What follows belongs to an exercise in optimizing a design on an open flow for small area and a short achievable clock period; a production flow would make more cautious choices. The RTL was checked by simulation tests, not by an equivalence proof against the original design. Power and IR drop assume default switching activity.

### design/flow/config.mk
export PLATFORM = sky130hd
export DESIGN_NAME = periph_top
export DESIGN_NICKNAME = periph_top
export VERILOG_FILES = /design/flow/design.v
export SDC_FILE = /design/flow/constraint.sdc
export NUM_CORES = 4
export LEC_CHECK = 0
export CAP_MARGIN = 20
export CORE_MARGIN = 2
export CORE_UTILIZATION = 72
export CTS_CLUSTER_DIAMETER = 60
export CTS_CLUSTER_SIZE = 30
export SETUP_SLACK_MARGIN = 2.5
export SLEW_MARGIN = 20
### design/flow/constraint.sdc
create_clock -name core_clock -period 5.0 [get_ports {clk}]
set_input_delay 1.0000 -clock core_clock [delete_from_list [all_inputs] [get_ports {clk}]]
set_output_delay 1.0000 -clock core_clock [all_outputs]
set_load 0.01 [all_outputs]
### design/flow/design.v
package periph_pkg;
    localparam int data_w    = 32;
    localparam int n_lanes   = data_w / 8;
    localparam int cnt_w     = 64;
    localparam int reg_idx_w = 4;
    localparam int n_ext_irq = 8;
    localparam int n_irq     = n_ext_irq + 1;
    localparam int irq_num_w = 4;
    localparam logic [reg_idx_w-1:0] reg_gpio_data   = 4'd0;
    localparam logic [reg_idx_w-1:0] reg_gpio_dir    = 4'd1;
    localparam logic [reg_idx_w-1:0] reg_counter_lo  = 4'd2;
    localparam logic [reg_idx_w-1:0] reg_counter_hi  = 4'd3;
    localparam logic [reg_idx_w-1:0] reg_irq_ctrl    = 4'd4;
    localparam logic [reg_idx_w-1:0] reg_timer_ie    = 4'd5;
    localparam logic [reg_idx_w-1:0] reg_timer_if    = 4'd6;
    localparam logic [reg_idx_w-1:0] reg_timer_value = 4'd7;
    localparam logic [reg_idx_w-1:0] reg_timer_max   = 4'd8;
    localparam logic [reg_idx_w-1:0] reg_irq_number  = 4'd9;
    localparam logic [reg_idx_w-1:0] reg_counter_ld_lo = 4'd10;
    localparam logic [reg_idx_w-1:0] reg_counter_ld_hi = 4'd11;
    typedef struct packed {
        logic                 cyc;
        logic                 stb;
        logic                 we;
        logic [reg_idx_w-1:0] adr;
        logic [n_lanes-1:0]   sel;
        logic [data_w-1:0]    wdata;
    } bus_req_s;
    typedef struct packed {
        logic               gpio_data;
        logic               gpio_dir;
        logic               counter_cmd;
        logic               irq_ctrl;
        logic               timer_ie;
        logic               timer_if_cmd;
        logic               timer_max;
        logic               counter_ld_lo;
        logic               counter_ld_hi;
        logic [n_lanes-1:0] lanes;
    } reg_wr_s;
    typedef struct packed {
        logic [data_w-3:0] rsvd;
        logic              clear;
        logic              sample;
    } counter_cmd_s;
    typedef struct packed {
        logic [data_w-3:0] rsvd;
        logic              reload;
        logic              flag_clr;
    } timer_cmd_s;
    typedef union packed {
        logic [data_w-1:0] word;
        counter_cmd_s      counter;
        timer_cmd_s        timer;
    } cmd_word_u;
    typedef struct packed {
        logic [cnt_w-1:0]  counter_sample;
        logic [data_w-1:0] value;
        logic [data_w-1:0] max;
        logic              flag;
        logic              enable;
    } timer_stat_s;
    typedef struct packed {
        logic                 in_service;
        logic [irq_num_w-1:0] number;
    } irq_stat_s;
    function automatic logic [data_w-1:0] merge_bytes(
        input logic [data_w-1:0]  old_word,
        input logic [data_w-1:0]  new_word,
        input logic [n_lanes-1:0] lanes
    );
        logic [data_w-1:0] result;
        result = old_word;
        for (int b = 0; b < n_lanes; b++) begin
            if (lanes[b]) begin
                result[b*8 +: 8] = new_word[b*8 +: 8];
            end
        end
        merge_bytes = result;
    endfunction
endpackage
`timescale 1ns/100ps
module periph_top (
    input  logic        clk,
    input  logic        rst,
    input  logic        req_cyc,
    input  logic        req_stb,
    input  logic        req_we,
    input  logic [3:0]  req_adr,
    input  logic [3:0]  req_sel,
    input  logic [31:0] req_wdata,
    output logic [31:0] rdata,
    output logic        ack,
    input  logic [31:0] gpio_in,
    output logic [31:0] gpio_out,
    output logic [31:0] gpio_dir,
    input  logic [7:0]  ext_irq,
    input  logic        irq_ack,
    input  logic        irq_exit,
    output logic        cpu_irq
);
    logic wr_en;
    logic w_data, w_dir, w_cnt, w_irq, w_ie, w_if, w_max, w_ldlo, w_ldhi;
    assign wr_en  = req_cyc & req_stb & req_we;
    assign w_data = wr_en & (req_adr == 4'd0);
    assign w_dir  = wr_en & (req_adr == 4'd1);
    assign w_cnt  = wr_en & (req_adr == 4'd2) & req_sel[0];
    assign w_irq  = wr_en & (req_adr == 4'd4) & req_sel[0];
    assign w_ie   = wr_en & (req_adr == 4'd5) & req_sel[0];
    assign w_if   = wr_en & (req_adr == 4'd6) & req_sel[0];
    assign w_max  = wr_en & (req_adr == 4'd8);
    assign w_ldlo = wr_en & (req_adr == 4'd10);
    assign w_ldhi = wr_en & (req_adr == 4'd11);
    logic ack_q;
    logic rst_d;
    always_ff @(posedge clk) begin
        ack_q <= ~rst & req_stb;
        rst_d <= rst;
    end
    assign ack = req_cyc & ack_q;
    logic [63:0] counter;
    logic [63:0] sample;
    logic        szero;
    logic        clr;
    assign clr = w_cnt & req_wdata[1];
    logic        cinc_in;
    logic [63:0] cinc;
    assign cinc_in = ~(w_ldlo | w_ldhi);
    assign cinc = counter + {63'd0, cinc_in};
    always_ff @(posedge clk) begin
        for (int b = 0; b < 4; b++) begin
            if (rst | clr) begin
                counter[b*8 +: 8] <= '0;
                counter[32+b*8 +: 8] <= '0;
            end else begin
                counter[b*8 +: 8] <= (w_ldlo & req_sel[b]) ? req_wdata[b*8 +: 8] : cinc[b*8 +: 8];
                counter[32+b*8 +: 8] <= (w_ldhi & req_sel[b]) ? req_wdata[b*8 +: 8] : cinc[32+b*8 +: 8];
            end
        end
    end
    always_ff @(posedge clk) begin
        if (rst | clr) begin
            szero <= 1'b1;
        end else if (w_cnt & req_wdata[0]) begin
            szero <= 1'b0;
            sample <= counter;
        end
    end
    logic [31:0] nvalue;
    logic [31:0] max_q;
    logic [31:0] max_eff;
    logic [3:0]  mzero;
    logic        flag;
    logic        enable;
    logic        expired;
    logic        timer_irq;
    assign expired = rst_d | (&nvalue);
    always_comb begin
        for (int b = 0; b < 4; b++) begin
            max_eff[b*8 +: 8] = mzero[b] ? 8'd0 : max_q[b*8 +: 8];
        end
    end
    always_ff @(posedge clk) begin
        for (int b = 0; b < 4; b++) begin
            if (rst) begin
                mzero[b] <= 1'b1;
            end else if (w_max & req_sel[b]) begin
                mzero[b] <= 1'b0;
            end
            if (w_max & req_sel[b]) begin
                max_q[b*8 +: 8] <= req_wdata[b*8 +: 8];
            end
        end
    end
    logic [31:0] nvinc;
    assign nvinc = nvalue + 32'd1;
    always_ff @(posedge clk) begin
        if ((w_if & req_wdata[1]) | expired) begin
            nvalue <= ~max_eff;
        end else begin
            nvalue <= nvinc;
        end
    end
    logic flag_n;
    logic enable_n;
    always_comb begin
        flag_n = flag;
        enable_n = enable;
        if (w_ie) begin
            enable_n = req_wdata[0];
        end
        if (w_if & req_wdata[0]) begin
            flag_n = 1'b0;
        end else if (expired) begin
            flag_n = 1'b1;
        end
        if (rst) begin
            flag_n = 1'b0;
            enable_n = 1'b0;
        end
    end
    always_ff @(posedge clk) begin
        flag <= flag_n;
        enable <= enable_n;
    end
    assign timer_irq = flag & enable;
    logic [31:0] data_q;
    logic [31:0] dir_q;
    logic [31:0] dir_s1;
    logic [31:0] in_s;
    logic [31:0] out_s;
    logic [31:0] data_wr;
    logic        rst_any;
    assign data_wr = w_data ? periph_pkg::merge_bytes(data_q, req_wdata, req_sel) : data_q;
    assign rst_any = rst | rst_d;
    always_ff @(posedge clk) begin
        if (rst) begin
            data_q <= '0;
            dir_q <= '0;
        end else begin
            if (w_dir) begin
                dir_q <= periph_pkg::merge_bytes(dir_q, req_wdata, req_sel);
            end
            data_q <= (dir_q & in_s) | (~dir_q & data_wr);
        end
    end
    always_ff @(posedge clk) begin
        dir_s1 <= dir_q;
        in_s <= gpio_in;
        out_s <= data_q;
    end
    always_ff @(posedge clk) begin
        if (rst_any) begin
            gpio_dir <= '0;
            gpio_out <= '0;
        end else begin
            gpio_dir <= dir_s1;
            gpio_out <= (dir_q & gpio_out) | (~dir_q & out_s);
        end
    end
    logic [8:0] sources;
    logic [3:0] pick;
    logic       pending;
    logic [3:0] number;
    logic       req_q;
    logic       in_service;
    logic [3:0] number_n;
    logic       req_n;
    logic       in_service_n;
    logic [7:0] en;
    logic       en_timer;
    assign sources = {timer_irq, ext_irq};
    always_comb begin
        pending = 1'b0;
        pick = '0;
        for (int i = 0; i < 9; i++) begin
            if (sources[i]) begin
                pending = 1'b1;
                pick = 4'(i);
            end
        end
    end
    always_comb begin
        req_n = req_q;
        number_n = number;
        in_service_n = in_service;
        if (irq_ack) begin
            req_n = 1'b0;
            in_service_n = 1'b1;
        end else if (!req_q && !in_service && pending) begin
            req_n = 1'b1;
            number_n = pick;
        end
        if (irq_exit) begin
            in_service_n = 1'b0;
        end
        if (w_irq) begin
            in_service_n = req_wdata[0];
        end
        if (rst) begin
            req_n = 1'b0;
            number_n = '0;
            in_service_n = 1'b0;
        end
    end
    always_ff @(posedge clk) begin
        req_q <= req_n;
        number <= number_n;
        in_service <= in_service_n;
        for (int i = 0; i < 8; i++) begin
            en[i] <= req_n & ~in_service_n & (number_n == 4'(i));
        end
        en_timer <= req_n & ~in_service_n & (number_n == 4'd8) & flag_n & enable_n;
    end
    assign cpu_irq = |(en & ext_irq) | en_timer;
    logic [31:0] rd_word;
    always_comb begin
        case (req_adr)
            4'd0: rd_word = data_q;
            4'd1: rd_word = dir_q;
            4'd2: rd_word = szero ? 32'd0 : sample[31:0];
            4'd3: rd_word = szero ? 32'd0 : sample[63:32];
            4'd4: rd_word = {31'b0, in_service};
            4'd5: rd_word = {31'b0, enable};
            4'd6: rd_word = {31'b0, flag};
            4'd7: rd_word = rst_d ? 32'd0 : ~nvalue;
            4'd8: rd_word = max_eff;
            4'd9: rd_word = {26'b0, number, 2'b00};
            default: rd_word = '0;
        endcase
    end
    always_ff @(posedge clk) begin
        rdata <= rd_word;
    end
endmodule
### design/flow/flow/run.sh
#!/bin/bash
# The standard layout with two changes, both through ORFS's own hooks:
# every port is buffered by a plain buf_1 instead of the delay buffer that
# buffer_ports picks on its own (timing repair sizes them up where a path
# needs it), and after floorplanning cpu_irq.tcl rebuilds the cpu_irq gates
# in two levels. Each tool's full output stays in orfs/logs; make's in
# standard.log.
set -euo pipefail
here=$(pwd)
export BUFFER_PORTS_ARGS="-buffer_cell sky130_fd_sc_hd__buf_1"
export POST_FLOORPLAN_TCL="$here/flow/cpu_irq.tcl"
bash standard.sh > standard.log 2>&1
### design/flow/flow/cpu_irq.tcl
# Rebuilds cpu_irq as two levels of gates: three a22oi and one a221oi over
# the (en[i], ext_irq[i]) pairs and en_timer, into one nand4. Synthesis maps
# the same function in three levels for area; this is the path from the
# interrupt inputs to cpu_irq, the longest one in the design.
set blk [ord::get_db_block]
set db [ord::get_db]

proc irq_net {blk name} {
  set n [$blk findNet $name]
  if {$n eq "NULL" || $n eq ""} { error "cpu_irq.tcl: no net $name" }
  return $n
}

set out [irq_net $blk cpu_irq]
set old {}
foreach it [$out getITerms] {
  if {[$it isOutputSignal]} { set old [$it getInst] }
}
if {$old eq ""} { error "cpu_irq.tcl: cpu_irq has no driver" }

# the old cone: cells whose outputs feed only the cone, back from the driver
proc irq_cone {inst} {
  set cone [list $inst]
  set grown 1
  while {$grown} {
  set grown 0
  set todo $cone
  while {[llength $todo]} {
    set i [lindex $todo 0]
    set todo [lrange $todo 1 end]
    foreach it [$i getITerms] {
      if {![$it isInputSignal]} { continue }
      set n [$it getNet]
      if {$n eq "NULL"} { continue }
      set drv ""
      foreach jt [$n getITerms] { if {[$jt isOutputSignal]} { set drv [$jt getInst] } }
      if {$drv eq ""} { continue }
      if {[string match "*_DFF_*" [$drv getName]] || [string match "*dfxtp*" [[$drv getMaster] getName]] || [string match "*edfxtp*" [[$drv getMaster] getName]]} { continue }
      # every load of n must already be in the cone
      set only 1
      foreach jt [$n getITerms] {
        if {[$jt isInputSignal] && [lsearch -exact $cone [$jt getInst]] < 0} { set only 0 }
      }
      if {[llength [$n getBTerms]]} { set only 0 }
      if {$only && [lsearch -exact $cone $drv] < 0} {
        lappend cone $drv
        lappend todo $drv
        set grown 1
      }
    }
  }
  }
  return $cone
}
set cone [irq_cone $old]

set ::irq_k 0
proc irq_gate {blk db master pins out} {

  set inst [odb::dbInst_create $blk [$db findMaster sky130_fd_sc_hd__$master] irq_rebuild_$::irq_k]
  incr ::irq_k
  foreach {pin net} $pins { [$inst findITerm $pin] connect $net }
  set y [odb::dbNet_create $blk irq_rebuild_net_$::irq_k]
  if {$out ne ""} { set y $out }
  [$inst findITerm Y] connect $y
  return $y
}

set e {}
set x {}
for {set i 0} {$i < 8} {incr i} {
  lappend e [irq_net $blk "en\\\[$i\\\]"]
  lappend x [irq_net $blk "ext_irq\[$i\]"]
}
set t [irq_net $blk en_timer]

# detach and delete the old cone
foreach it [$out getITerms] { if {[$it isOutputSignal]} { $it disconnect } }
set dead {}
foreach i $cone {
  foreach it [$i getITerms] {
    if {[$it isOutputSignal]} {
      set n [$it getNet]
      if {$n ne "NULL"} { lappend dead $n }
    }
  }
  odb::dbInst_destroy $i
}
foreach n $dead { if {[llength [$n getITerms]] == 0 && [llength [$n getBTerms]] == 0} { odb::dbNet_destroy $n } }

set g0 [irq_gate $blk $db a22oi_1 [list A1 [lindex $e 0] A2 [lindex $x 0] B1 [lindex $e 1] B2 [lindex $x 1]] ""]
set g1 [irq_gate $blk $db a22oi_1 [list A1 [lindex $e 2] A2 [lindex $x 2] B1 [lindex $e 3] B2 [lindex $x 3]] ""]
set g2 [irq_gate $blk $db a22oi_1 [list A1 [lindex $e 4] A2 [lindex $x 4] B1 [lindex $e 5] B2 [lindex $x 5]] ""]
set g3 [irq_gate $blk $db a221oi_1 [list A1 [lindex $e 6] A2 [lindex $x 6] B1 [lindex $e 7] B2 [lindex $x 7] C1 $t] ""]
irq_gate $blk $db nand4_1 [list A $g0 B $g1 C $g2 D $g3] $out
puts "cpu_irq.tcl: replaced [llength $cone] cells with 5"
### design/flow/standard.sh
#!/bin/bash
# synth_recipe.tcl (not shown) runs the flow's synth.tcl, then flattens the netlist and writes it again
# the make line also repeats each setting of config.mk as NAME=value (left out here)
make -C /OpenROAD-flow-scripts/flow DESIGN_CONFIG=/design/flow/config.mk WORK_HOME=/design/flow/orfs CLKGATE_MAP_FILE= SYNTH_SCRIPT=/design/flow/synth_recipe.tcl "${@:-finish}"
==> flow_summary.toml, run 1 <==
[outcome]
outcome = "no timing/DRC/antenna violations"

[grt]
grt_pass1_vias = 12991
antenna_found_initial = 1
grt_first_pass_wirelength_mm = 73.0
grt_overflow = 0
grt_use_total = 0.367
grt_max_degree = 65

[min_path]
hold_class = "reg -> reg"

[clock_tree]
ctsHoldBuffers = 0
clk_pin_slew_ns = 0.10
htreeDepth = 1
numCtsBuffers = 30
insertion_delay_ns = 0.60
clock_path_buffers = 3
cts_tree = "done"
cts_sinks = 472
cts-root-buf = "clkbuf_16"

[worst_setup_path]
path_max_fanout = 5
required_ns = 4.00
cp-start-kind = "primary input"
cp.arrival_ns = 1.68
path_class = "in -> out"
end_kind = "output port"

[logic_synthesis]
netlist.area_leader.share = 0.437
async_flop_share = 0
synthCells = 1630
avgSynthCellArea_um2 = 10.6
synth.distinct_cells = 53
synth_ff_type = "dfxtp_1"
syn_area_um2 = 17200
ys_seq_area_frac = 0.604
yosysWarnings = 1
yosysTopAreaCell = "dfxtp_1"
synth-edff-count = 96
synth-seq-cells = 472
synth_nets = 1720
yosys-top-cells-area = "dfxtp_1, edfxtp_1, mux2i_1"

[drt]
wl_mm = 47.2
vias = 13806
wl_per_cell_um = 22.0
antenna_left = 0
drc_errors = 0
dr.pass1.iters = 6
via_per_inst = 6.43
drt_iter0_markers = 1821

[placement]
gp_congestion = 0.931
dp.cells = 2072
io_buffers = 184
dp_hpwl_mm = 31.3

[power]
pwr_density_cell_nw_per_um2 = 384
p_leak_nw = 7.07
ir_drop_v = 0.000332

[sta]
hold_viol_final = 0
finalCriticalPeriod_ns = 2.68
max-slew-margin-rel = 0.281
worst_slew_pin_slew_ns = 1.08
rsz0062_at_grt = "true"
whs_ns = 0.369
skew_ns = 0.0216
setup_viol = 0
slew_viol_final = 0
fin_crit_sh = 0.535
fin_setup_tns_ns = 0
max_freq_ghz = 0.374

[flow_run]
drv_cap = 0

[finish]
fin_cells = 2148
syn2layout_area_growth_pct = 15.7
layout.nets = 1899
drive_above_1_share = 0.0984
final_cell_mix = "dfxtp_1, nor2_1, buf_1"
layout_commonest_cell = "dfxtp_1"
n_antenna_cell = 0
nFillCells = 1328

[floorplan]
dieArea_um2 = 25200
chipWidth_um = 159
core_um2 = 23500
start_util = 0.734
die_y_um = 159
rows = 56
io_pins = 185
## worst max-delay path, cell delays in order
cell and delay (ns):
buf_2 0.14, a22oi_1 0.19, nand4_1 0.16, buf_2 0.18
## path summary, 6_finish.rpt
kind                      from                  to  slack (ns)  cells after the start
max                 ext_irq[2]             cpu_irq        2.32                      4
min                  flip-flop   out_s[26]$_DFF_P_        0.37                      0
max reg2reg  nvalue[0]$_DFF_P_  nvalue[25]$_DFF_P_        2.59                      8
min reg2reg          flip-flop   out_s[26]$_DFF_P_        0.37                      0
## final cells by class
type                    instances  area (um^2)  share of cell area
inverters                      13         48.8             0.00245
well taps                     319          399              0.0200
clock inverters                20          250              0.0126
multi-input cells            1069         6970               0.350
repair buffers                222         1060              0.0532
flip-flops and latches        472        10400               0.522
clock buffers                  33          793              0.0398
## per-stage QoR
step,area (um^2),worst slack [ns],power [mW],utilization
2_1_floorplan,17600,1.93,4.70,-
3_3_place_gp,18500,1.15,4.90,0.789
3_5_place_dp,18500,1.06,4.93,0.789
4_1_cts,19800,2.37,7.58,0.844
5_1_grt,19900,2.30,7.87,0.849
6_report,19900,2.32,7.66,0.849
## metal layers
| layer | vias up | wire length, um | GRT usage |
|---|---|---|---|
| met5 | - | 13 | 0 |
| met4 | 2 | 1400 | 0.0980 |
| met3 | 144 | 5610 | 0.0776 |
| met2 | 904 | 21200 | 0.577 |
| met1 | 6525 | 18900 | 0.522 |
| li1 | 6231 | - | - |
## logic make-up (layout without fill, tap and decap cells)
| family | count (synthesis) | in the layout | share of synthesized area |
|---|---|---|---|
| compound gates | 356 | 357 | 0.131 |
| xor+xnor | 81 | 81 | 0.0412 |
| mux | 85 | 85 | 0.0494 |
| flops | 472 | 472 | 0.604 |
| simple gates | 543 | 543 | 0.152 |
| fa+ha+maj | 3 | 3 | 0.00218 |
| buf+inv | 90 | 288 | 0.0198 |
## where the power goes
| group | total [mW] | switching, mW | leakage [nW] | internal, mW |
|---|---|---|---|---|
| Clock | 2.70 | 1.42 | 0.518 | 1.27 |
| Combinational | 0.838 | 0.514 | 2.50 | 0.324 |
| Sequential | 4.12 | 0.135 | 4.06 | 3.99 |
## cell usage after synthesis (all sizes together) (2+ instances only)
| cell | number |
|---|---|
| or4 | 4 |
| nor4 | 18 |
| buf | 5 |
| or2 | 3 |
| or3 | 11 |
| xor2 | 32 |
| edfxtp | 96 |
| a211oi | 43 |
| clkbuf | 72 |
| a22oi | 32 |
| o21bai | 4 |
| a31oi | 27 |
| nor3 | 24 |
| nand2 | 86 |
| dfxtp | 376 |
| a22o | 15 |
| nand3 | 72 |
| nor2 | 203 |
| inv | 12 |
| xnor2 | 49 |
| o21a | 8 |
| nor3b | 6 |
| and4 | 5 |
| nand2b | 8 |
| nor2b | 14 |
| and2 | 36 |
| ha | 3 |
| a32o | 17 |
| a21o | 2 |
| o221ai | 10 |
| mux2i | 85 |
| a21oi | 107 |
| nand4 | 28 |
| and3 | 22 |
| a221oi | 3 |
| o21ai | 80 |
## repair_timing
item | CTS | global route
setup buffers | 13 | 9
resized for setup | 40 | 20
gates cloned | 1 | 0
pin swaps | 13 | 9
endpoints found under the setup margin | 219 | 177
==> run 2, diff against run 1 <==
--- a/design/flow/config.mk
+++ b/design/flow/config.mk
@@ -8,7 +8,7 @@
 export CAP_MARGIN = 20
 export CORE_MARGIN = 2
-export CORE_UTILIZATION = 72
+export CORE_UTILIZATION = 60
 export CTS_CLUSTER_DIAMETER = 60
 export CTS_CLUSTER_SIZE = 30
-export SETUP_SLACK_MARGIN = 2.5
+export SETUP_SLACK_MARGIN = 2.4
 export SLEW_MARGIN = 20
==> flow_summary.toml, run 2 <==
[outcome]
outcome = "no timing/DRC/antenna violations"

[placement]
dpl_cell_area_um2 = 18600
dp.cells = 2141
dp_hpwl_mm = 31.5
io_buffers = 184
gp_congestion = 0.914
dp_slack_ns = 1.04

[min_path]
hold_class = "reg -> reg"

[worst_setup_path]
path_class = "in -> out"
slowest_delay_ns = 0.23
cp_cell_sequence = "buf_8 -> a221oi_2 -> nand4_1 -> buf_2"
required_ns = 4.00
path_max_fanout = 2
end_kind = "output port"
cpMaxStageDelayCell = "a221oi_2"
cp.arrival_ns = 1.65
cp-start-kind = "primary input"

[clock_tree]
numCtsBuffers = 36
ctsHoldBuffers = 0
insertion_delay_ns = 0.54
clk_pin_slew_ns = 0.08
htreeDepth = 2
cts_tree = "done"
cts-root-buf = "clkbuf_16"
clock_path_buffers = 3
cts_sinks = 472

[sta]
hold_viol_final = 0
fin_ws_ns = 2.35
whs_ns = 0.370
max_freq_ghz = 0.378
skew_ns = 0.0258
fin_setup_tns_ns = 0
max-slew-margin-rel = 0.381
finalCriticalPeriod_ns = 2.65
slew_viol_final = 0
worst_slew_pin_slew_ns = 0.929
setup_viol = 0
fin_crit_sh = 0.529
rsz0062_at_grt = "true"

[logic_synthesis]
synth-seq-cells = 472
yosysTopAreaCell = "dfxtp_1"
synth-edff-count = 96
async_flop_share = 0
netlist.area_leader.share = 0.437
synth_nets = 1720
yosys-top-cells-area = "dfxtp_1, edfxtp_1, mux2i_1"
syn_area_um2 = 17200
yosys.area_share.simple = 0.152
synth_xor_area_frac = 0.0412
yosysMostFrequentCell = "dfxtp_1"
avgSynthCellArea_um2 = 10.6
synthCells = 1630
synth.distinct_cells = 53
synth_mux_area_frac = 0.0494
ys_seq_area_frac = 0.604
synth_top_family_by_area = "simple AND/OR/NAND/NOR gates"
synth_ff_type = "dfxtp_1"
synthTopCellsByCount = "dfxtp_1, nor2_1, a21oi_1, edfxtp_1, nand2_1"
synth_compound_area_frac = 0.131
yosysWarnings = 1
synthAdderAreaFrac = 0.00218

[drt]
dr.pass1.iters = 5
antenna_left = 0
drc_errors = 0
via_per_inst = 5.93
wl_per_cell_um = 20.3
drt_iter0_markers = 1389
vias = 13179
wl_mm = 45.1

[floorplan]
io_pins = 185
rows = 62
die_y_um = 173
chipWidth_um = 173
dieArea_um2 = 30100
core_um2 = 28500
start_util = 0.605

[finish]
fin_area_um2 = 20200
n_antenna_cell = 0
layout_commonest_cell = "dfxtp_1"
drive_above_1_share = 0.0962
utilization = 0.709
fin_cells = 2223
layout.nets = 1904
nFillCells = 2169
final_cell_mix = "dfxtp_1, nor2_1, buf_1"
syn2layout_area_growth_pct = 17.1

[grt]
grt_max_degree = 85
grt_pass1_vias = 11963
met1_usage = 0.458
grt_overflow = 0
grt_first_pass_wirelength_mm = 68.9
grt_use_total = 0.295
use_met2 = 0.436
globalRouteMet3Util = 0.0382
grt.busiest_layer = "met1"
antenna_found_initial = 0

[power]
pwr_density_cell_nw_per_um2 = 395
p_total_mw = 7.97
ir_drop_v = 0.000363
p_leak_nw = 7.12

[flow_run]
drv_cap = 0
[run 2: changes by cell type in the layout (fill, tap and decap cells not counted), moves of 3 or more]
cell / change
clkbuf_16: +7
inv_12: +5
nor3_1: +4
nor3_2: -4
buf_4: -3
clkbuf_1: +3
clkinv_2: -3
inv_16: -3
[run 2: routing by layer]
metal	share of wire	wire length, um	vias up
li1	-	-	6245
met4	0.021	928	0
met1	0.47	21200	6315
met2	0.43	19200	554
met5	0	0	-
met3	0.084	3780	65
[run 2: worst paths after layout]
kind                          start                end  slack (ns)  depth (start not counted)
hold reg to reg           flip-flop   out_s[0]$_DFF_P_        0.37                          0
setup reg to reg  nvalue[0]$_DFF_P_  nvalue[3]$_DFF_P_        2.51                          8
setup / recovery         ext_irq[6]            cpu_irq        2.35                          4
hold / removal            flip-flop   out_s[0]$_DFF_P_        0.37                          0
[run 2: critical path, delay by kind of cell]
family / cells / cell delay [ns]
buffers and inverters: 2 / 0.27
and+or+nand+nor: 1 / 0.15
AOI/OAI and AO/OA: 1 / 0.23
[run 2: area by class of cell]
| class | count | area (um^2) | share of cell area |
|---|---|---|---|
| inverters | 13 | 48.8 | 0.00242 |
| clock inverters | 21 | 294 | 0.0146 |
| flip-flops and latches | 472 | 10400 | 0.516 |
| repair buffers | 221 | 1060 | 0.0525 |
| well taps | 384 | 480 | 0.0238 |
| multi-input cells | 1069 | 6910 | 0.342 |
| clock buffers | 43 | 980 | 0.0485 |
[run 2: kinds of logic after synthesis]
kind of cell,Yosys count
and+or+nand+nor,543
DFF,472
AOI/OAI and AO/OA,356
buffers and inverters,90
muxes,85
xor gates and xnor gates,81
adders and majority gates,3
[run 2: power by group]
part           leakage, nW  switching (mW)  internal [mW]
Sequential            4.06           0.133           3.99
Clock                0.614            1.50           1.56
Combinational         2.45           0.482          0.312
[run 2: repair_timing]
item                                   4_1_cts  5_1_grt
pin swaps                                    9        7
resized for setup                           29       21
setup endpoints to repair                  201      108
gates cloned                                 1        0
setup buffers                               13        4
endpoints found under the hold margin        0        0
==> run 3, diff against run 2 <==
--- a/design/flow/config.mk
+++ b/design/flow/config.mk
@@ -11,4 +11,4 @@
 export CTS_CLUSTER_DIAMETER = 60
 export CTS_CLUSTER_SIZE = 30
-export SETUP_SLACK_MARGIN = 2.4
+export SETUP_SLACK_MARGIN = 2.5
 export SLEW_MARGIN = 20
==> flow_summary.toml, run 3 <==
[power]
pwr-share-comb = 0.104
p_leak_nw = 7.18
p_sw_mw = 2.17
ir_drop_v = 0.000319
swShare = 0.275
power.internal_mw = 5.72
p_clk_frac = 0.374
power_frac_seq = 0.522
pwr_density_cell_nw_per_um2 = 389

[floorplan]
rows = 62
dieArea_um2 = 30100
chipWidth_um = 173
io_pins = 185
start_util = 0.605
die_y_um = 173
core_um2 = 28500

[worst_setup_path]
startpoint = "ext_irq[6]"
required_ns = 4.00
r2r_start = "counter[35]$_SDFF_PP0_"
path_max_fanout = 2
cp_cell_sequence = "buf_8 -> a221oi_2 -> nand4_1 -> buf_2"
cp.arrival_ns = 1.63
end_kind = "output port"
slowest_delay_ns = 0.22
path_class = "in -> out"
cp-start-kind = "primary input"
cpMaxStageDelayCell = "a221oi_2"

[sta]
worst_slew_pin_slew_ns = 0.939
fin_crit_sh = 0.527
skew_ns = 0.0205
rsz0062_at_grt = "true"
slew_viol_final = 0
max-slew-margin-rel = 0.374
fin_setup_tns_ns = 0
hold_viol_final = 0
finalCriticalPeriod_ns = 2.63
setup_viol = 0
max_freq_ghz = 0.380

[clock_tree]
cts_tree = "done"
numCtsBuffers = 34
ctsHoldBuffers = 0
insertion_delay_ns = 0.54
clk_pin_slew_ns = 0.08
clock_path_buffers = 3
cts_sinks = 472
htreeDepth = 2
cts-root-buf = "clkbuf_16"

[placement]
dp_hpwl_mm = 31.6
dp.cells = 2138
io_buffers = 184
gp_congestion = 0.966

[drt]
vias = 13225
via_per_inst = 5.95
wl_per_cell_um = 20.5
wl_mm = 45.5
dr.pass1.iters = 6
antenna_left = 0
drt_iter0_markers = 1410
drc_errors = 0

[min_path]
hold_class = "reg -> reg"

[logic_synthesis]
yosysTopAreaCell = "dfxtp_1"
yosys-top-cells-area = "dfxtp_1, edfxtp_1, mux2i_1"
synthCells = 1630
synth_ff_type = "dfxtp_1"
netlist.area_leader.share = 0.437
async_flop_share = 0
ys_seq_area_frac = 0.604
avgSynthCellArea_um2 = 10.6
synth-edff-count = 96
synth-seq-cells = 472
yosysWarnings = 1
synthTopCellsByCount = "dfxtp_1, nor2_1, a21oi_1, edfxtp_1, nand2_1"
synth_nets = 1720
syn_area_um2 = 17200
synth.distinct_cells = 53
yosysMostFrequentCell = "dfxtp_1"

[flow_run]
drv_cap = 0

[grt]
grt_max_degree = 65
antenna_found_initial = 0
grt_overflow = 0
grt_first_pass_wirelength_mm = 69.7
grt_pass1_vias = 11989
grt_use_total = 0.297

[finish]
syn2layout_area_growth_pct = 17.7
layout_commonest_cell = "dfxtp_1"
nFillCells = 2116
n_antenna_cell = 0
fin_cells = 2222
final_cell_mix = "dfxtp_1, nor2_1, buf_1"
drive_above_1_share = 0.106
layout.nets = 1904

[outcome]
outcome = "no timing/DRC/antenna violations"
run 3: cell type report:
cell class / instances / area (um^2) / area share
sequential: 472 / 10400 / 0.513
multi-input combinational: 1069 / 7020 / 0.346
timing repair buffer: 223 / 1110 / 0.0545
clock buffer: 35 / 876 / 0.0432
tap: 384 / 480 / 0.0237
clock inverter: 26 / 342 / 0.0168
inverter: 13 / 48.8 / 0.00241
run 3: path summary, 6_finish.rpt:
kind	endpoint	slack [ns]	cells after the start
hold reg to reg	out_s[0]$_DFF_P_	0.37	0
setup / recovery	cpu_irq	2.37	4
setup reg to reg	counter[53]$_SDFF_PP0_	2.65	6
hold / removal	out_s[0]$_DFF_P_	0.37	0
run 3: cells by family after synthesis:
logic type               synth area share
XOR/XNOR                           0.0412
buffers and inverters              0.0198
AO/OA/AOI/OAI                       0.131
flip-flops                          0.604
adder cells (fa/ha/maj)           0.00218
AND/OR/NAND/NOR                     0.152
multiplexers                       0.0494
run 3: metal layers:
layer  vias up  track usage  routed length [um]
met5         -            0                   0
met4         0       0.0749                 968
met3        70       0.0412                3800
met2       567        0.435               19600
met1      6311        0.464               21000
li1       6277            -                   -
run 3: per-stage QoR:
stage / power (mW) / setup WS (ns) / cell area [um^2] / hold slack (ns) / utilization
6_report: 7.89 / 2.37 / 20300 / 0.365 / 0.712
3_5_place_dp: 4.93 / 1.06 / 18600 / 0.358 / 0.653
5_1_grt: 8.17 / 2.32 / 20300 / 0.369 / 0.712
2_1_floorplan: 4.70 / 1.93 / 17600 / 0.343 / -
4_1_cts: 7.87 / 2.38 / 20100 / 0.366 / 0.705
3_3_place_gp: 4.91 / 1.11 / 18600 / 0.358 / 0.653
run 3: what timing repair did:
action,CTS,global route
buffers inserted,11,11
pin swaps,9,15
setup endpoints to repair,240,135
gates cloned,1,0
gates resized for setup,39,35
run 3: power by group through the flow:
stage	Combinational [mW]	Clock (mW)	Sequential, mW
after floorplan	0.546	0	4.16
after global placement	0.717	0	4.20
after detailed placement	0.729	0	4.20
after CTS	0.769	2.99	4.11
after global routing	0.906	3.13	4.13
final	0.820	2.95	4.12
run 3: critical path: cells and delay by family:
family | cells | cell delay (ns)
compound gates | 1 | 0.22
simple gates | 1 | 0.15
buf+inv | 2 | 0.27
==> run 4, diff against run 3 <==
--- a/design/flow/config.mk
+++ b/design/flow/config.mk
@@ -9,6 +9,6 @@
 export CORE_MARGIN = 2
 export CORE_UTILIZATION = 60
-export CTS_CLUSTER_DIAMETER = 60
-export CTS_CLUSTER_SIZE = 30
-export SETUP_SLACK_MARGIN = 2.5
+export CTS_CLUSTER_DIAMETER = 70
+export CTS_CLUSTER_SIZE = 36
+export SETUP_SLACK_MARGIN = 2.45
 export SLEW_MARGIN = 20
==> flow_summary.toml, run 4 <==
[logic_synthesis]
synth_nets = 1720
yosysTopAreaCell = "dfxtp_1"
synthCells = 1630
yosys-top-cells-area = "dfxtp_1, edfxtp_1, mux2i_1"
async_flop_share = 0
ys_seq_area_frac = 0.604
synth_ff_type = "dfxtp_1"
syn_area_um2 = 17200
synth.distinct_cells = 53
synth-edff-count = 96
synth-seq-cells = 472
synthTopCellsByCount = "dfxtp_1, nor2_1, a21oi_1, edfxtp_1, nand2_1"
yosysMostFrequentCell = "dfxtp_1"
netlist.area_leader.share = 0.437
avgSynthCellArea_um2 = 10.6
yosysWarnings = 1

[power]
pwr_density_cell_nw_per_um2 = 375
power.internal_mw = 5.40
power_frac_seq = 0.552
p_leak_nw = 6.99
swShare = 0.278
pwr-share-comb = 0.105
p_clk_frac = 0.343
p_sw_mw = 2.08
p_total_mw = 7.47
ir_drop_v = 0.000291

[drt]
antenna_left = 0
wl_mm = 45.1
vias = 13078
wl_per_cell_um = 20.5
via_per_inst = 5.94
dr.pass1.iters = 6
drt_iter0_markers = 1160
drc_errors = 0

[flow_run]
drv_cap = 0

[sta]
fin_setup_tns_ns = 0
hold_viol_final = 0
worst_slew_pin_slew_ns = 0.983
fin_ws_ns = 2.27
max_freq_ghz = 0.367
setup_viol = 0
rsz0062_at_grt = "true"
fin_crit_sh = 0.545
slew_viol_final = 0
skew_ns = 0.0333
finalCriticalPeriod_ns = 2.73
max-slew-margin-rel = 0.345

[clock_tree]
insertion_delay_ns = 0.59
ctsHoldBuffers = 0
htreeDepth = 1
cts_sinks = 472
cts-root-buf = "clkbuf_16"
clock_path_buffers = 3
cts_tree = "done"
clk_pin_slew_ns = 0.10
numCtsBuffers = 25

[worst_setup_path]
end_kind = "output port"
cp-start-kind = "primary input"
path_class = "in -> out"
required_ns = 4.00
cp.arrival_ns = 1.73
path_max_fanout = 5

[placement]
dp_hpwl_mm = 32.1
gp_congestion = 0.959
dp.cells = 2138
io_buffers = 184
dp_slack_ns = 1.02

[finish]
syn2layout_area_growth_pct = 15.5
layout_commonest_cell = "dfxtp_1"
n_antenna_cell = 0
final_cell_mix = "dfxtp_1, nor2_1, buf_1"
multi_input_area_um2 = 6960
utilization = 0.699
fin_cells = 2201
drive_above_1_share = 0.0892
layout.nets = 1890
nFillCells = 2208
regArea_um2 = 10400

[grt]
antenna_found_initial = 0
grt_first_pass_wirelength_mm = 69.7
grt_max_degree = 74
grt_overflow = 0
grt_pass1_vias = 12047
grt_use_total = 0.296

[floorplan]
start_util = 0.605
core_um2 = 28500
rows = 62
io_pins = 185
dieArea_um2 = 30100
die_y_um = 173
chipWidth_um = 173

[outcome]
outcome = "no timing/DRC/antenna violations"

[min_path]
hold_class = "reg -> reg"
[run 4: cell types whose count changed in the layout (fill, tap and decap cells not counted), sizes merged]
cell / delta
inv: -1
clkinv: -4
clkbuf: -12
o21ai: -1
nor2: +1
clkinvlp: -2
buf: -2
[run 4: worst paths after layout]
path                           from            endpoint  slack (ns)  depth (start not counted)
setup / recovery         ext_irq[7]             cpu_irq        2.27                          4
hold / removal            flip-flop   out_s[30]$_DFF_P_        0.38                          0
setup reg to reg  nvalue[0]$_DFF_P_  nvalue[27]$_DFF_P_        2.62                          8
hold reg to reg           flip-flop   out_s[30]$_DFF_P_        0.38                          0
[run 4: timing repair]
| action | 4_1_cts | 5_1_grt |
|---|---|---|
| gates cloned | 1 | 0 |
| endpoints found under the setup margin | 204 | 146 |
| pin swaps | 9 | 7 |
| buffers inserted | 10 | 7 |
| resized for setup | 31 | 23 |
[run 4: cell families (layout without fill, tap and decap cells)]
logic type | count (synthesis) | in the layout | share of synthesized area
compound gates | 356 | 356 | 0.131
xor+xnor | 81 | 81 | 0.0412
fa+ha+maj | 3 | 3 | 0.00218
buf+inv | 90 | 276 | 0.0198
flops | 472 | 472 | 0.604
mux | 85 | 85 | 0.0494
simple gates | 543 | 544 | 0.152
[run 4: per-layer routing]
| metal | vias to the layer above | part of all wire | GRT usage |
|---|---|---|---|
| li1 | 6214 | - | - |
| met1 | 6263 | 0.46 | 0.460 |
| met2 | 537 | 0.43 | 0.442 |
| met3 | 64 | 0.083 | 0.0430 |
| met4 | 0 | 0.021 | 0.0636 |
| met5 | - | 0 | 0 |
[run 4: worst max-delay path: stages]
cell and delay, ns:
buf_6 0.11, a221oi_2 0.25, nand4_1 0.18, buf_2 0.19
[run 4: cell type report]
cell class	count	share of cell area
clock buffers	26	0.0327
well taps	384	0.0241
flip-flops and latches	472	0.523
multi-input cells	1069	0.349
clock inverters	19	0.0166
repair buffers	218	0.0520
inverters	13	0.00245
[run 4: power by group through the flow]
stage	Sequential [mW]	Clock, mW	Combinational [mW]
after floorplan	4.16	0	0.545
after global placement	4.20	0	0.723
after detailed placement	4.20	0	0.733
after CTS	4.12	2.60	0.764
after global routing	4.13	2.73	0.863
final	4.12	2.56	0.786
[run 4: through the flow]
stage / area (um^2) / hold slack [ns]
finish: 19900 / 0.379
global route: 19900 / 0.380
CTS: 19800 / 0.374
detailed placement: 18600 / 0.360
global placement: 18600 / 0.361
floorplan: 17600 / 0.343
==> run 5, diff against run 4 <==
--- a/design/flow/config.mk
+++ b/design/flow/config.mk
@@ -9,6 +9,6 @@
 export CORE_MARGIN = 2
 export CORE_UTILIZATION = 60
-export CTS_CLUSTER_DIAMETER = 70
-export CTS_CLUSTER_SIZE = 36
+export CTS_CLUSTER_DIAMETER = 65
+export CTS_CLUSTER_SIZE = 33
 export SETUP_SLACK_MARGIN = 2.45
 export SLEW_MARGIN = 20
==> flow_summary.toml, run 5 <==
[placement]
dp.cells = 2138
gp_congestion = 0.959
io_buffers = 184
dp_hpwl_mm = 32.1

[clock_tree]
cts_tree = "done"
insertion_delay_ns = 0.54
cts_sinks = 472
htreeDepth = 2
numCtsBuffers = 34
cts-root-buf = "clkbuf_16"
clock_path_buffers = 3
clk_pin_slew_ns = 0.07

[floorplan]
dieArea_um2 = 30100
rows = 62
chipWidth_um = 173
die_y_um = 173
io_pins = 185
core_um2 = 28500
start_util = 0.605

[sta]
skew_ns = 0.0255
setup_viol = 0
slew_viol_final = 0
fin_crit_sh = 0.546
max-slew-margin-rel = 0.322
hold_viol_final = 0
finalCriticalPeriod_ns = 2.73
fin_setup_tns_ns = 0
max_freq_ghz = 0.366
worst_slew_pin_slew_ns = 1.02
whs_ns = 0.374
rsz0062_at_grt = "true"

[min_path]
worstHoldPathCells = 0
hold_class = "reg -> reg"

[grt]
grt_overflow = 0
grt_max_degree = 74
grt_first_pass_wirelength_mm = 70.0
antenna_found_initial = 0
grt_pass1_vias = 12168
grt_use_total = 0.298

[drt]
via_per_inst = 5.91
drt_iter0_markers = 1301
wl_mm = 45.3
wl_per_cell_um = 20.4
drc_errors = 0
dr.pass1.iters = 5
antenna_left = 0
vias = 13124

[logic_synthesis]
synth_ff_type = "dfxtp_1"
syn_area_um2 = 17200
yosys-top-cells-area = "dfxtp_1, edfxtp_1, mux2i_1"
synthTopCellsByCount = "dfxtp_1, nor2_1, a21oi_1, edfxtp_1, nand2_1"
synth.distinct_cells = 53
ys_seq_area_frac = 0.604
avgSynthCellArea_um2 = 10.6
synth_nets = 1720
async_flop_share = 0
yosysTopAreaCell = "dfxtp_1"
synth-edff-count = 96
yosysWarnings = 1
netlist.area_leader.share = 0.437
synth-seq-cells = 472
yosysMostFrequentCell = "dfxtp_1"
synthCells = 1630

[finish]
final_cell_mix = "dfxtp_1, nor2_1, buf_1"
n_antenna_cell = 0
layout_commonest_cell = "dfxtp_1"
layout.nets = 1904
fin_cells = 2220
syn2layout_area_growth_pct = 16.8
drive_above_1_share = 0.0975

[worst_setup_path]
path_max_fanout = 5
required_ns = 4.00
r2r_setup_slack_ns = 2.60
end_kind = "output port"
cp-start-kind = "primary input"
path_class = "in -> out"
cp.arrival_ns = 1.73
rr_worst_depth = 7

[outcome]
outcome = "no timing/DRC/antenna violations"

[power]
ir_drop_v = 0.000255
p_leak_nw = 7.13
p_total_mw = 7.80
pwr_density_cell_nw_per_um2 = 388

[flow_run]
drv_cap = 0
run 5: cell counts after synthesis:
No cell type changed its count.
run 5: cell families (layout without fill, tap and decap cells):
| kind of cell | after synthesis | after routing | synth area share |
|---|---|---|---|
| and+or+nand+nor | 543 | 544 | 0.152 |
| DFF | 472 | 472 | 0.604 |
| AOI/OAI and AO/OA | 356 | 356 | 0.131 |
| buffers and inverters | 90 | 295 | 0.0198 |
| muxes | 85 | 85 | 0.0494 |
| xor gates and xnor gates | 81 | 81 | 0.0412 |
| adders and majority gates | 3 | 3 | 0.00218 |
run 5: metrics by stage:
| step | setup slack (ns) | utilization | instance area (um^2) |
|---|---|---|---|
| 3_3_place_gp | 1.12 | 0.653 | 18600 |
| 5_1_grt | 2.27 | 0.707 | 20100 |
| 6_report | 2.27 | 0.707 | 20100 |
| 3_5_place_dp | 1.02 | 0.653 | 18600 |
| 2_1_floorplan | 1.93 | - | 17600 |
| 4_1_cts | 2.29 | 0.701 | 20000 |
run 5: final cells by class:
class,instances,area [um^2]
timing repair buffer,223,1060
clock buffer,40,915
tap,384,480
clock inverter,19,250
sequential,472,10400
inverter,13,48.8
fill,2185,8340
multi-input combinational,1069,6960
run 5: worst max-delay path: stages:
cell	delay (ns)
buf_1	0.14
a22oi_1	0.22
nand4_1	0.18
buf_2	0.19
run 5: what timing repair did:
action / CTS / global route
endpoints found under the setup margin: 222 / 119
setup buffers: 11 / 11
hold buffers: 0 / 0
pin swaps: 9 / 10
gates resized for setup: 35 / 22
cloned: 1 / 0
run 5: final timing paths:
path / startpoint / end
worst max-delay path: ext_irq[4] / cpu_irq
worst min-delay path: flip-flop / out_s[25]$_DFF_P_
worst max register to register: nvalue[0]$_DFF_P_ / en_timer$_DFF_P_
worst min register to register: flip-flop / out_s[25]$_DFF_P_
run 5: metal layers:
layer / routed length, um / vias to the layer above / global-route usage
met5: 0 / - / 0
met4: 737 / 0 / 0.0720
met3: 4340 / 61 / 0.0511
met2: 19500 / 595 / 0.440
met1: 20700 / 6204 / 0.458
li1: - / 6264 / -
run 5: power breakdown:
group / switching (mW) / internal, mW
registers: 0.135 / 3.99
logic: 0.467 / 0.316
clock network: 1.44 / 1.45
total: 2.04 / 5.76
==> run 6, diff against run 5 <==
--- a/design/flow/design.v
+++ b/design/flow/design.v
@@ -125,7 +125,20 @@
     assign clr = w_cnt & req_wdata[1];
     logic        cinc_in;
+    logic [15:0] cblk_ones;
+    logic [16:0] cblk_cin;
+    logic [64:0] cchain;
     logic [63:0] cinc;
     assign cinc_in = ~(w_ldlo | w_ldhi);
-    assign cinc = counter + {63'd0, cinc_in};
+    assign cblk_cin[0] = cinc_in;
+    for (genvar k = 0; k < 16; k++) begin : g_cblk
+        assign cblk_ones[k] = &counter[4*k +: 4];
+        assign cblk_cin[k+1] = cinc_in & (&cblk_ones[k:0]);
+        for (genvar j = 0; j < 4; j++) begin : g_cbit
+            logic c;
+            assign c = (j == 0) ? cblk_cin[k] : cchain[4*k+j];
+            assign cchain[4*k+j+1] = c & counter[4*k+j];
+            assign cinc[4*k+j] = counter[4*k+j] ^ c;
+        end
+    end
     always_ff @(posedge clk) begin
         for (int b = 0; b < 4; b++) begin
@@ -173,6 +186,19 @@
         end
     end
+    logic [7:0]  vblk_ones;
+    logic [8:0]  vblk_cin;
+    logic [32:0] vchain;
     logic [31:0] nvinc;
-    assign nvinc = nvalue + 32'd1;
+    assign vblk_cin[0] = 1'b1;
+    for (genvar k = 0; k < 8; k++) begin : g_vblk
+        assign vblk_ones[k] = &nvalue[4*k +: 4];
+        assign vblk_cin[k+1] = &vblk_ones[k:0];
+        for (genvar j = 0; j < 4; j++) begin : g_vbit
+            logic c;
+            assign c = (j == 0) ? vblk_cin[k] : vchain[4*k+j];
+            assign vchain[4*k+j+1] = c & nvalue[4*k+j];
+            assign nvinc[4*k+j] = nvalue[4*k+j] ^ c;
+        end
+    end
     always_ff @(posedge clk) begin
         if ((w_if & req_wdata[1]) | expired) begin
--- a/design/flow/config.mk
+++ b/design/flow/config.mk
@@ -9,6 +9,6 @@
 export CORE_MARGIN = 2
 export CORE_UTILIZATION = 60
-export CTS_CLUSTER_DIAMETER = 65
-export CTS_CLUSTER_SIZE = 33
-export SETUP_SLACK_MARGIN = 2.45
+export CTS_CLUSTER_DIAMETER = 60
+export CTS_CLUSTER_SIZE = 30
+export SETUP_SLACK_MARGIN = 2.5
 export SLEW_MARGIN = 20
==> flow_summary.toml, run 6 <==
[logic_synthesis]
synth_ff_type = "dfxtp_1"
synth_top_family_by_area = "simple AND/OR/NAND/NOR gates"
yosysTopAreaCell = "dfxtp_1"
yosysMostFrequentCell = "dfxtp_1"
syn_area_um2 = 17600
synthCells = 1545
netlist.area_leader.share = 0.427
synth.distinct_cells = 66
synth-seq-cells = 472
avgSynthCellArea_um2 = 11.4
ys_seq_area_frac = 0.590
synth_compound_area_frac = 0.0878
synth_mux_area_frac = 0.0784
synth_xor_area_frac = 0.0119
async_flop_share = 0
yosysWarnings = 1
synthTopCellsByCount = "dfxtp_1, nor2_1, mux2i_1, edfxtp_1, a21oi_1"
synth_nets = 1703
yosys-top-cells-area = "dfxtp_1, edfxtp_1, mux2i_1"
yosys.area_share.simple = 0.154
synthAdderAreaFrac = 0.0504
synth-edff-count = 96

[grt]
antenna_found_initial = 3
grt_overflow = 0
grt_use_total = 0.270
grt_first_pass_wirelength_mm = 65.0
grt_max_degree = 66
grt_pass1_vias = 11889

[clock_tree]
cts_sinks = 472
clk_pin_slew_ns = 0.08
htreeDepth = 2
numCtsBuffers = 34
cts_tree = "done"
clock_path_buffers = 3
ctsHoldBuffers = 0
insertion_delay_ns = 0.54
cts-root-buf = "clkbuf_16"

[sta]
fin_ws_ns = 2.41
fin_setup_tns_ns = 0
max_freq_ghz = 0.387
slew_viol_final = 0
setup_viol = 0
skew_ns = 0.0221
rsz0062_at_grt = "true"
finalCriticalPeriod_ns = 2.59
hold_viol_final = 0
max-slew-margin-rel = 0.432
fin_crit_sh = 0.517
worst_slew_pin_slew_ns = 0.849

[finish]
layout_commonest_cell = "dfxtp_1"
final_cell_mix = "dfxtp_1, buf_1, nor2_1"
utilization = 0.727
drive_above_1_share = 0.160
layout.nets = 1911
syn2layout_area_growth_pct = 18.9

[min_path]
hold_path_end = "out_s[10]$_DFF_P_"
hold_class = "reg -> reg"
worstHoldPathCells = 0

[worst_setup_path]
cp.arrival_ns = 1.59
rr_worst_depth = 12
cp-start-kind = "primary input"
reg2reg_to = "counter[39]$_SDFF_PP0_"
r2r_setup_slack_ns = 2.52
path_max_fanout = 2
r2r_start = "counter[8]$_SDFF_PP0_"
required_ns = 4.00
path_class = "in -> out"
end_kind = "output port"

[drt]
via_per_inst = 5.70
vias = 12326
drc_errors = 0
wl_mm = 42.0
drt_iter0_markers = 855
dr.pass1.iters = 5
wl_per_cell_um = 19.4
antenna_left = 0

[placement]
dp_slack_ns = 1.27
io_buffers = 184
gp_congestion = 0.850
dp_hpwl_mm = 27.6

[floorplan]
chipWidth_um = 175
rows = 62
core_um2 = 28900
die_y_um = 175
start_util = 0.611
io_pins = 185
dieArea_um2 = 30800

[power]
p_clk_frac = 0.366
p_sw_mw = 2.18
ir_drop_v = 0.000275
power_frac_seq = 0.512
power.internal_mw = 5.85
p_total_mw = 8.03
pwr-share-comb = 0.122
pwr_density_cell_nw_per_um2 = 383
p_leak_nw = 7.81
swShare = 0.271

[flow_run]
drv_cap = 0

[outcome]
outcome = "no timing/DRC/antenna violations"
[run 6: cell count changes after synthesis, moves of 21 or more]
cell      delta
xnor2_1     -25
a21oi_1     -23
nor2_1      -36
nand2_1     -29
ha_1        +68
nor3b_1     +52
a211oi_1    -25
mux2_2      +28
buf_2       +23
a31oi_1     -24
xor2_1      -32
inv_1       +21
clkbuf_1    -28
o21ai_0     -52
[run 6: cell type report]
class | instances | area [um^2]
antenna | 2 | 5.00
clock buffer | 42 | 985
clock inverter | 20 | 225
fill | 2174 | 7880
inverter | 33 | 129
multi-input combinational | 961 | 7370
sequential | 472 | 10400
tap | 384 | 480
timing repair buffer | 250 | 1380
[run 6: worst max-delay path by stage]
stage                                 to  cells past startpoint       start  slack, ns
detailed placement  sample[26]$_DFFE_PP_                      8  req_adr[1]       1.27
finish                           cpu_irq                      4  ext_irq[6]       2.41
floorplan            sample[0]$_DFFE_PP_                      7  req_sel[0]       1.75
CTS                              cpu_irq                      4  ext_irq[6]       2.43
global route                     cpu_irq                      4  ext_irq[6]       2.34
global placement    sample[62]$_DFFE_PP_                      8  req_adr[1]       1.34
[run 6: routing by layer]
metal	up-vias	routed length, um	part of all wire	GRT usage
met5	-	13	0.00031	0
met4	2	1120	0.027	0.0854
met3	68	2680	0.064	0.0468
met2	358	19300	0.46	0.433
met1	5967	18800	0.45	0.376
li1	5931	-	-	-
[run 6: what timing repair did]
action,in CTS,in global routing
endpoints found under the setup margin,298,118
setup buffers,18,22
pin swaps,13,21
cloned,2,0
gates resized for setup,36,48
[run 6: power groups by stage]
stage,logic [mW],registers [mW],clock network (mW)
after global routing,1.08,4.13,3.12
after detailed placement,0.836,4.20,0
final,0.979,4.11,2.94
after CTS,0.939,4.11,2.98
after global placement,0.821,4.20,0
after floorplan,0.583,4.17,0
[run 6: cell families after synthesis]
family	after synthesis
AND/OR/NAND/NOR	502
flip-flops	472
multiplexers	134
adder cells (fa/ha/maj)	71
buffers and inverters	114
XOR/XNOR	24
AO/OA/AOI/OAI	228
[run 6: through the flow]
step / cells / hold WS (ns) / cell area, um^2
floorplan: 1545 / 0.347 / 18100
CTS: 2140 / 0.367 / 20600
finish: 2164 / 0.369 / 21000
detailed placement: 2058 / 0.359 / 19100
global route: 2163 / 0.378 / 21000
global placement: 2058 / 0.356 / 19100
[run 6: critical path, stage by stage]
cell,delay (ns)
buf_8,0.10
a221oi_2,0.23
nand4_1,0.10
buf_2,0.15
==> run 7, diff against run 6 <==
--- a/design/flow/config.mk
+++ b/design/flow/config.mk
@@ -6,4 +6,5 @@
 export NUM_CORES = 4
 export LEC_CHECK = 0
+export ABC_AREA = 1
 export CAP_MARGIN = 20
 export CORE_MARGIN = 2
==> flow_summary.toml, run 7 <==
[outcome]
outcome = "no timing/DRC/antenna violations"

[sta]
skew_ns = 0.0330
slew_viol_final = 0
finalCriticalPeriod_ns = 2.71
fin_ws_ns = 2.29
rsz0062_at_grt = "true"
max-slew-margin-rel = 0.504
max_freq_ghz = 0.369
hold_viol_final = 0
whs_ns = 0.357
fin_crit_sh = 0.543
fin_setup_tns_ns = 0
setup_viol = 0
worst_slew_pin_slew_ns = 0.741

[logic_synthesis]
synth_compound_area_frac = 0.157
yosysWarnings = 1
ys_seq_area_frac = 0.602
synthTopCellsByCount = "dfxtp_1, nand2_1, inv_1, a21oi_1, o21ai_0"
synth_xor_area_frac = 0.0122
netlist.area_leader.share = 0.435
yosys-top-cells-area = "dfxtp_1, edfxtp_1, ha_1"
synthAdderAreaFrac = 0.0514
yosys.area_share.simple = 0.110
syn_area_um2 = 17300
synth_ff_type = "dfxtp_1"
synth-seq-cells = 472
synth_nets = 1905
synth-edff-count = 96
avgSynthCellArea_um2 = 9.90
yosysTopAreaCell = "dfxtp_1"
synth_mux_area_frac = 0
synth_top_family_by_area = "compound AO/OA/AOI/OAI gates"
synth.distinct_cells = 45
synthCells = 1747
async_flop_share = 0
yosysMostFrequentCell = "dfxtp_1"

[finish]
layout.nets = 2098
fin_cells = 2349
syn2layout_area_growth_pct = 17.3
utilization = 0.711
layout_commonest_cell = "dfxtp_1"
drive_above_1_share = 0.113
n_antenna_cell = 0
final_cell_mix = "dfxtp_1, nand2_1, inv_1"
fin_area_um2 = 20300

[drt]
vias = 12857
wl_per_cell_um = 17.9
dr.pass1.iters = 7
wl_mm = 42.0
antenna_left = 0
drc_errors = 0
drt_iter0_markers = 935
via_per_inst = 5.47

[power]
p_clk_frac = 0.415
p_sw_mw = 1.72
pwr-share-comb = 0.042
p_leak_nw = 7.88
ir_drop_v = 0.000392
swShare = 0.236
power.internal_mw = 5.58
pwr_density_cell_nw_per_um2 = 360
power_frac_seq = 0.543
p_total_mw = 7.31

[placement]
io_buffers = 184
dp_slack_ns = 1.25
dp_hpwl_mm = 28.4
dp.cells = 2258
gp_congestion = 0.851
dpl_cell_area_um2 = 18400

[floorplan]
io_pins = 185
start_util = 0.606
core_um2 = 28500
chipWidth_um = 174
rows = 62
die_y_um = 174
dieArea_um2 = 30200

[worst_setup_path]
path_class = "in -> reg"
cpMaxStageDelayCell = "nor2_1"
required_ns = 5.16
cpMostUsedCell = "nor2_1"
cp-start-kind = "primary input"
r2r_setup_slack_ns = 2.53
crit_family = "simple AND/OR/NAND/NOR gates"
slowest_delay_ns = 0.64
path_max_fanout = 15
cp.arrival_ns = 2.87
cp_cell_sequence = "buf_1 -> nor2_1 -> inv_1 -> nor2_2 -> buf_4 -> nand2_1 -> nor2_1"
crit_buf_inv = 3
end_kind = "flip-flop"

[grt]
grt_pass1_vias = 12322
antenna_found_initial = 0
grt_first_pass_wirelength_mm = 66.0
grt_overflow = 0
grt_max_degree = 66
grt_use_total = 0.277

[clock_tree]
cts_sinks = 472
clock_path_buffers = 3
numCtsBuffers = 34
cts-root-buf = "clkbuf_16"
cts_tree = "done"
htreeDepth = 2
clk_pin_slew_ns = 0.07
insertion_delay_ns = 0.55

[min_path]
hold_class = "reg -> reg"

[flow_run]
drv_cap = 0
[run 7: repair_timing]
item | CTS | global route
endpoints found under the hold margin | 0 | 0
endpoints found under the setup margin | 289 | 164
gates cloned | 2 | 0
hold buffers | 0 | 0
resized for setup | 65 | 51
setup buffers | 21 | 6
pin swaps | 16 | 15
[run 7: kinds of logic after synthesis]
| logic type | Yosys count |
|---|---|
| DFF | 472 |
| AOI/OAI and AO/OA | 457 |
| and+or+nand+nor | 430 |
| buffers and inverters | 293 |
| adders and majority gates | 71 |
| xor gates and xnor gates | 24 |
[run 7: power groups by stage]
| stage | Sequential [mW] | Combinational [mW] | Clock [mW] |
|---|---|---|---|
| floorplan | 4.04 | 0.166 | 0 |
| global placement | 4.05 | 0.266 | 0 |
| detailed placement | 4.05 | 0.273 | 0 |
| CTS | 3.96 | 0.301 | 3.09 |
| global route | 3.97 | 0.341 | 3.23 |
| finish | 3.96 | 0.308 | 3.03 |
[run 7: final cells by class]
class | instances | area [um^2]
Sequential cell | 472 | 10400
Fill cell | 2261 | 8260
Multi-Input combinational cell | 982 | 6180
Timing Repair Buffer | 225 | 1080
Clock buffer | 42 | 986
Inverter | 223 | 865
Tap cell | 384 | 480
Clock inverter | 20 | 269
Timing Repair inverter | 1 | 7.51
[run 7: worst paths after layout]
path / startpoint / end / cells after the start
max reg2reg: counter[17]$_SDFF_PP0_ / counter[62]$_SDFF_PP0_ / 15
min: flip-flop / out_s[16]$_DFF_P_ / 0
min reg2reg: flip-flop / out_s[16]$_DFF_P_ / 0
max: req_adr[0] / max_q[21]$_DFFE_PP_ / 7
[run 7: routing by layer]
layer	track usage	wire, um	up-vias
met5	0	0	-
met3	0.0340	2440	92
met1	0.376	18500	5982
met4	0.123	1670	0
li1	-	-	6338
met2	0.449	19400	445
==> run 8, diff against run 7 <==
--- a/design/flow/config.mk
+++ b/design/flow/config.mk
@@ -12,4 +12,4 @@
 export CTS_CLUSTER_DIAMETER = 60
 export CTS_CLUSTER_SIZE = 30
-export SETUP_SLACK_MARGIN = 2.5
+export SETUP_SLACK_MARGIN = 2.45
 export SLEW_MARGIN = 20
==> flow_summary.toml, run 8 <==
[finish]
fin_cells = 2349
syn2layout_area_growth_pct = 17.2
layout_commonest_cell = "dfxtp_1"
n_antenna_cell = 0
fin_area_um2 = 20300
layout.nets = 2099
final_cell_mix = "dfxtp_1, nand2_1, inv_1"
drive_above_1_share = 0.118

[worst_setup_path]
path_max_fanout = 2
required_ns = 4.00
reg2reg_to = "nvalue[31]$_DFF_P_"
cp.arrival_ns = 1.62
r2r_setup_slack_ns = 2.46
end_kind = "output port"
cpMaxStageDelayCell = "a221oi_2"
slowest_delay_ns = 0.25
r2r_start = "nvalue[0]$_DFF_P_"
path_class = "in -> out"
cp_cell_sequence = "buf_6 -> a221oi_2 -> nand4_1 -> buf_2"
cp-start-kind = "primary input"
startpoint = "ext_irq[6]"
rr_worst_depth = 12

[logic_synthesis]
netlist.area_leader.share = 0.435
yosysTopAreaCell = "dfxtp_1"
ys_seq_area_frac = 0.602
avgSynthCellArea_um2 = 9.90
synth_ff_type = "dfxtp_1"
synthTopCellsByCount = "dfxtp_1, nand2_1, inv_1, a21oi_1, o21ai_0"
yosys-top-cells-area = "dfxtp_1, edfxtp_1, ha_1"
synth.distinct_cells = 45
synth-seq-cells = 472
syn_area_um2 = 17300
yosysWarnings = 1
yosysMostFrequentCell = "dfxtp_1"
synth_nets = 1905
async_flop_share = 0
synthCells = 1747
synth-edff-count = 96

[grt]
antenna_found_initial = 0
grt_use_total = 0.274
grt_pass1_vias = 12119
grt_max_degree = 66
grt_first_pass_wirelength_mm = 65.8
grt_overflow = 0

[clock_tree]
insertion_delay_ns = 0.53
numCtsBuffers = 34
clock_path_buffers = 3
cts-root-buf = "clkbuf_16"
cts_tree = "done"
ctsHoldBuffers = 0
cts_sinks = 472
htreeDepth = 2
clk_pin_slew_ns = 0.08

[power]
p_leak_nw = 7.84
pwr_density_cell_nw_per_um2 = 357
p_clk_frac = 0.408
p_sw_mw = 1.75
swShare = 0.241
p_total_mw = 7.23
power_frac_seq = 0.548
power.internal_mw = 5.48
pwr-share-comb = 0.043
ir_drop_v = 0.000298

[sta]
max_freq_ghz = 0.382
max-slew-margin-rel = 0.429
fin_crit_sh = 0.523
rsz0062_at_grt = "true"
skew_ns = 0.0147
whs_ns = 0.361
fin_setup_tns_ns = 0
finalCriticalPeriod_ns = 2.62
hold_viol_final = 0
setup_viol = 0
slew_viol_final = 0
worst_slew_pin_slew_ns = 0.857

[drt]
via_per_inst = 5.46
wl_mm = 42.0
drt_iter0_markers = 1016
dr.pass1.iters = 7
wl_per_cell_um = 17.9
antenna_left = 0
vias = 12837
drc_errors = 0

[placement]
gp_congestion = 0.891
dp.cells = 2260
io_buffers = 184
dp_hpwl_mm = 28.5
dpl_cell_area_um2 = 18400

[floorplan]
start_util = 0.606
rows = 62
core_um2 = 28500
die_y_um = 174
dieArea_um2 = 30200
chipWidth_um = 174
io_pins = 185

[min_path]
hold_path_end = "out_s[16]$_DFF_P_"
worstHoldPathCells = 0
hold_class = "reg -> reg"

[flow_run]
drv_cap = 0

[outcome]
outcome = "no timing/DRC/antenna violations"
==> run 8: layout make-up <==
cell class                      count  area (um^2)
Inverter                          223          866
Timing Repair Buffer              225         1090
Fill cell                        2226         8270
Clock buffer                       39          933
Tap cell                          384          480
Clock inverter                     22          278
Multi-Input combinational cell    984         6190
Sequential cell                   472        10400
==> run 8: power groups by stage <==
stage | logic [mW] | clock network, mW | registers [mW]
floorplan | 0.166 | 0 | 4.04
detailed placement | 0.273 | 0 | 4.05
finish | 0.314 | 2.95 | 3.96
global placement | 0.269 | 0 | 4.05
global route | 0.346 | 3.13 | 3.97
CTS | 0.294 | 2.99 | 3.96
==> run 8: how the worst max path moves through the flow <==
stage	end	cells after the start
floorplan	sample[0]$_DFFE_PP_	6
global placement	counter[6]$_SDFF_PP0_	10
detailed placement	counter[16]$_SDFF_PP0_	10
CTS	counter[62]$_SDFF_PP0_	17
global route	counter[62]$_SDFF_PP0_	15
finish	cpu_irq	4
==> run 8: routing by layer <==
metal,routed length [um],global-route usage,part of all wire,up-vias
met5,0,0,0,-
met4,845,0.0686,0.020,0
met3,2460,0.0397,0.058,53
met2,20000,0.459,0.48,383
met1,18700,0.377,0.45,6055
li1,-,-,-,6346
==> run 8: worst max-delay path: cells and delay by family <==
kind	cells	cell delay [ns]
AOI/OAI and AO/OA	1	0.25
buffers and inverters	2	0.25
and+or+nand+nor	1	0.11
==> run 8: cell families after synthesis <==
group | share of synthesized area
AO/OA/AOI/OAI | 0.157
AND/OR/NAND/NOR | 0.110
flip-flops | 0.602
XOR/XNOR | 0.0122
buffers and inverters | 0.0674
adder cells (fa/ha/maj) | 0.0514
==> run 8: stage by stage <==
stage / worst slack, ns / util
global route: 2.31 / 0.710
global placement: 1.30 / 0.645
finish: 2.38 / 0.710
detailed placement: 1.22 / 0.645
floorplan: 2.07 / -
CTS: 2.40 / 0.700
==> run 8: repair_timing <==
item                                    in CTS  in global routing
setup buffers                               15                 10
pin swaps                                   19                 21
gates resized for setup                     64                 54
endpoints found under the setup margin     270                197
cloned                                       3                  0

## afterwards: timing with drivers on the ports
The results above use ideal ports. As a check the final layouts listed here were re-extracted and re-timed, cells and wires unchanged. Step 1, drivers: a clkbuf_16 drives clk and a buf_2 each remaining input, both assumed. Step 2 also shifts input and output timing later by t, the mid clock arrival at the registers, as if the neighbouring blocks saw the same clock. Slacks: ideal ports / drivers / drivers and shift; pairs: ideal ports / drivers.
| run | t (ns) | slack for setup (ns) | worst slew at a driven data input, ns | pins driven straight from the clock port |
|---|---|---|---|---|
| run 1 | 0.641 | 2.323 / 2.290 / 1.885 | 0.06 | 1 |
| run 2 | 0.581 | 2.353 / 2.310 / 1.855 | 0.05 | 1 |
| run 3 | 0.579 | 2.366 / 2.318 / 1.951 | 0.08 | 1 |
| run 4 | 0.622 | 2.274 / 2.235 / 1.908 | 0.07 | 1 |
| run 5 | 0.581 | 2.270 / 2.230 / 1.974 | 0.07 | 1 |
| run 6 | 0.573 | 2.414 / 2.370 / 1.849 | 0.09 | 1 |
| run 7 | 0.591 | 2.287 / 2.312 / 1.721 | 0.07 | 1 |
| run 8 | 0.581 | 2.384 / 2.348 / 1.854 | 0.07 | 1 |
After both steps every run listed still meets setup and hold. For run 7, which loses most, drivers alone change the setup slack by +0.025 ns; drivers and shift together by -0.566 ns.
